This is an optimization exercise on Yosys and OpenROAD, whose aim is small area, a short achievable clock period and few clock cycles per item, not a production implementation. Only simulation tests tie the RTL to the original design; equivalence was not proved. Power figures rest on the tool's default switching activity, not on a simulated workload.

## job 5049
==> flow/design.v (excerpt) <==
module page_frame_replacement (
  input  wire                          clk,
  input  wire                          rst_n,
  input  wire                          start,
  output logic                         busy,
  input  wire  [pfr_pkg::AddrBits-1:0] in_virtual_address,
  input  wire                          in_is_write,
  output logic                         out_valid,
  output logic                         out_hit,
  output logic [3:0]                   out_frame,
  output logic                         out_evicted,
  output logic [19:0]                  out_victim_page,
  output logic                         out_victim_dirty,
  input  wire                          cfg_we,
  input  wire                          cfg_index,
  input  wire  [pfr_pkg::CfgBits-1:0]  cfg_data
);
  localparam int F = Frames;
  logic               busy_r;
  logic               policy_r;
  logic [F-1:1]       act_r;    
  logic [IdxBits-1:0] hand_r;
  logic [PageBits-1:0] page_r;
  logic               wr_r;
  logic [F-1:0]       match_r;
  logic [F-1:0] act, st_valid, st_dirty, st_refd, st_match;
  ...
Size in the first run: about 2500 cells after synthesis, ~570 flip-flops.
export LEC_CHECK = 0
export CAP_MARGIN = 20
export CORE_MARGIN = 2
export CORE_UTILIZATION = 55
export CTS_BUF_LIST = sky130_fd_sc_hd__clkbuf_4 sky130_fd_sc_hd__clkbuf_8
export CTS_CLUSTER_SIZE = 30
export SETUP_SLACK_MARGIN = 4.92
export SLEW_MARGIN = 20
create_clock -name core_clock -period 8.0 [get_ports {clk}]
standard.sh (not shown) runs the stock make flow with config.mk's settings and CLKGATE_MAP_FILE= SYNTH_SCRIPT=/design/flow/synth_recipe.tcl, a recipe that flattens the netlist after the stock synthesis.
==> flow/flow/run.sh <==
#!/bin/bash
bash standard.sh MATCH_CELL_FOOTPRINT=0 finish > standard.log 2>&1
Testbench counts of job 5049, summed over its fixed seeds: cycles 96,048, items 48,000.
[inputs] job 2849 vs job 5049
- CTS_CLUSTER_SIZE no longer set, was 30
- CTS_BUF_LIST no longer set, was sky130_fd_sc_hd__clkbuf_4 sky130_fd_sc_hd__clkbuf_8
- ABC_CLOCK_PERIOD_IN_PS now 3500, previously not set
- SETUP_SLACK_MARGIN now 4.5, was 4.92
==> flow/run.sh (new file) <==
#!/bin/bash
# synth_recipe.tcl (not shown) runs the flow's synth.tcl, then flattens the netlist and writes it again
# the make line also repeats each setting of config.mk as NAME=value (left out here)
make -C /OpenROAD-flow-scripts/flow DESIGN_CONFIG=/design/flow/config.mk WORK_HOME=/design/flow/orfs CLKGATE_MAP_FILE= SYNTH_SCRIPT=/design/flow/synth_recipe.tcl finish
removed: flow/flow/run.sh
removed: flow/standard.sh
[summary]
- In the reports for job 2849 and job 5049, the larger leakage power belongs to job 5049.
- Summary of job 2849 over job 5049: cell count shows a reduction of 119, maximum frequency shows a reduction of about 12%, number of buffers inserted during clock tree synthesis shows a reduction of 36, total detailed-routing wirelength shows a reduction of 4.5%, reported sequential group power shows no meaningful change.
- Sort job 2849 and job 5049 by number of resized instances in the post-cts repair step, ascending, and job 2849 comes first.
- Summary of job 2849 over job 5049: logic gate share of total power fell by 0.7 points, worst hold-check slack rose by 11 ps, final design area excluding fillers fell by 4.1%.
#### Input delta (job 4268 over job 2849)
- ABC_CLOCK_PERIOD_IN_PS: 3500 -> unset
- SETUP_SLACK_MARGIN: 4.5 -> 4.0
- STATUS final standard cell area without fillers: job 4268 wins against job 2849
- Taking job 2849 as the reference point, the met3 demand-to-capacity share in global routing of job 4268 falls by 0.23 points.
- Going from job 2849 to job 4268, sequential share of layout area grew by 0.43 points, post-cts sizing count shrank by 47, combinational share of power held steady, final routed wirelength across all metal layers shrank by about 0.44%, post-CTS setup buffer count shrank by 3.
> inputs changed (job 4268 -> job 6951)
- putting CTS_BUF_LIST at sky130_fd_sc_hd__clkbuf_8 sky130_fd_sc_hd__clkbuf_16 where nothing was set
- putting CTS_CLUSTER_SIZE at 40 where nothing was set
- putting CTS_CLUSTER_DIAMETER at 60 where nothing was set
- swapping 4.0 for 4.85 in SETUP_SLACK_MARGIN
==> flow/flow/run.sh (new file) <==
#!/bin/bash
bash standard.sh MATCH_CELL_FOOTPRINT=0 finish > standard.log 2>&1
==> flow/standard.sh (new file) <==
#!/bin/bash
# synth_recipe.tcl (not shown) runs the flow's synth.tcl, then flattens the netlist and writes it again
# the make line also repeats each setting of config.mk as NAME=value (left out here)
make -C /OpenROAD-flow-scripts/flow DESIGN_CONFIG=/design/flow/config.mk WORK_HOME=/design/flow/orfs CLKGATE_MAP_FILE= SYNTH_SCRIPT=/design/flow/synth_recipe.tcl "${@:-finish}"
removed: flow/run.sh
[summary]
- Looking at wire length of the first global-routing pass across both flows, job 6951 is the weaker of the two, with job 4268 ahead.
- Delta (job 6951 minus job 4268): critical path depth shows an increase of 1, fraction of power consumed by the clock network shows a reduction of 4.3 points.
- Between job 4268 and job 6951, the cell count went up.
- Compared with job 4268, job 6951 shows a lower total clock network power.
- Job 6951 against job 4268: starting density of the core about even; net switching power higher; post-cts sizing count moved up.
- Against job 4268, power after layout in job 6951 came out better.
Changes in job 3294 relative to job 6951:
- CTS_CLUSTER_SIZE no longer set, was 40
- CTS_CLUSTER_DIAMETER no longer set, was 60
- CTS_BUF_LIST no longer set, was sky130_fd_sc_hd__clkbuf_8 sky130_fd_sc_hd__clkbuf_16
- SETUP_SLACK_MARGIN now 4.5, was 4.85
- ABC_CLOCK_PERIOD_IN_PS now 3500, previously not set
Results
Having completed the whole flow, job 3294 delivered a layout that passed the timing, DRC and antenna checks.
Compared with job 6951, job 3294 shows met3 wire length higher by 340 um.
In the flow results for job 6951 and job 3294, the total power draw is smaller on job 6951.
Comparing job 6951 and job 3294, met1 track demand over resource is lower on job 3294.
Compared job 3294 vs job 6951, and final non-filler cell area is down in job 3294.
### job 3294 -> job 3448
- SETUP_SLACK_MARGIN changed from 4.5 to 4.85
- ABC_CLOCK_PERIOD_IN_PS removed (was 3500)
[summary]
- Job 3448 completed; timing, DRC and antenna clean
- The combinational power in job 3448 was higher than what job 3294 gave.
- flip-flop to flip-flop as the class of the most critical setup path was reported by job 3448, and input port to flip-flop by job 3294.
- Job 3448 vs job 3294: relative max-transition margin up
- Global-route wire length before repair came out higher on job 3448 than on job 3294.
- Job 3448: number of cells on the critical path 5 above job 3294
- Summary of job 3448 over job 3294: global-route track usage on met2 went up by 0.98 points, met3 layer usage reported by global route has decreased, cell area power density went down about 3%.
- Against job 3294, job 3448 reports a routed wire length that is higher.
- Between job 3448 and job 3294, the difference in worst hold slack is negligible.
- Looking at worst setup path endpoint, the match_r[5] result is from job 3294; the g_cell[12].u_cell.refd one comes from job 3448.
- Taking job 3294 as the reference point, the sequential share of layout area of job 3448 falls by 1.5 points.

## afterwards: timing with drivers on the ports
The results above use ideal ports. As a check the final layouts listed here were re-extracted and re-timed, cells and wires unchanged. Step 1 (the two cells are an assumption about what drives the block):
set clk [get_ports {clk}]
set_driving_cell -lib_cell sky130_fd_sc_hd__clkbuf_16 $clk
set_driving_cell -lib_cell sky130_fd_sc_hd__buf_2 [delete_from_list [all_inputs] $clk]
Step 2 adds t to the input delays and takes it off the output delays; t is the mean of the earliest and latest rising clock arrival at the registers after step 1. Input paths then give back, and output paths get back, about the clock's delay inside the block. Slacks: ideal ports / drivers / drivers and shift; pairs: ideal ports / drivers.
| run | shift t [ns] | setup WS [ns] | cell pins on the clock port's net |
|---|---|---|---|
| job 5049 | 0.800 | 4.834 / 4.834 / 4.111 | 1 |
| job 2849 | 0.708 | 4.392 / 4.431 / 3.723 | 1 |
| job 4268 | 0.708 | 3.997 / 4.036 / 3.328 | 1 |
| job 6951 | 0.688 | 4.785 / 4.803 / 4.132 | 1 |
| job 3294 | 0.705 | 4.430 / 4.467 / 3.763 | 1 |
| job 3448 | 0.706 | 4.809 / 4.805 / 4.146 | 1 |
After both steps every run listed still meets setup and hold. The setup slack of job 5049, which loses most, moves by 0.000 ns with the drivers and by -0.723 ns with both steps.
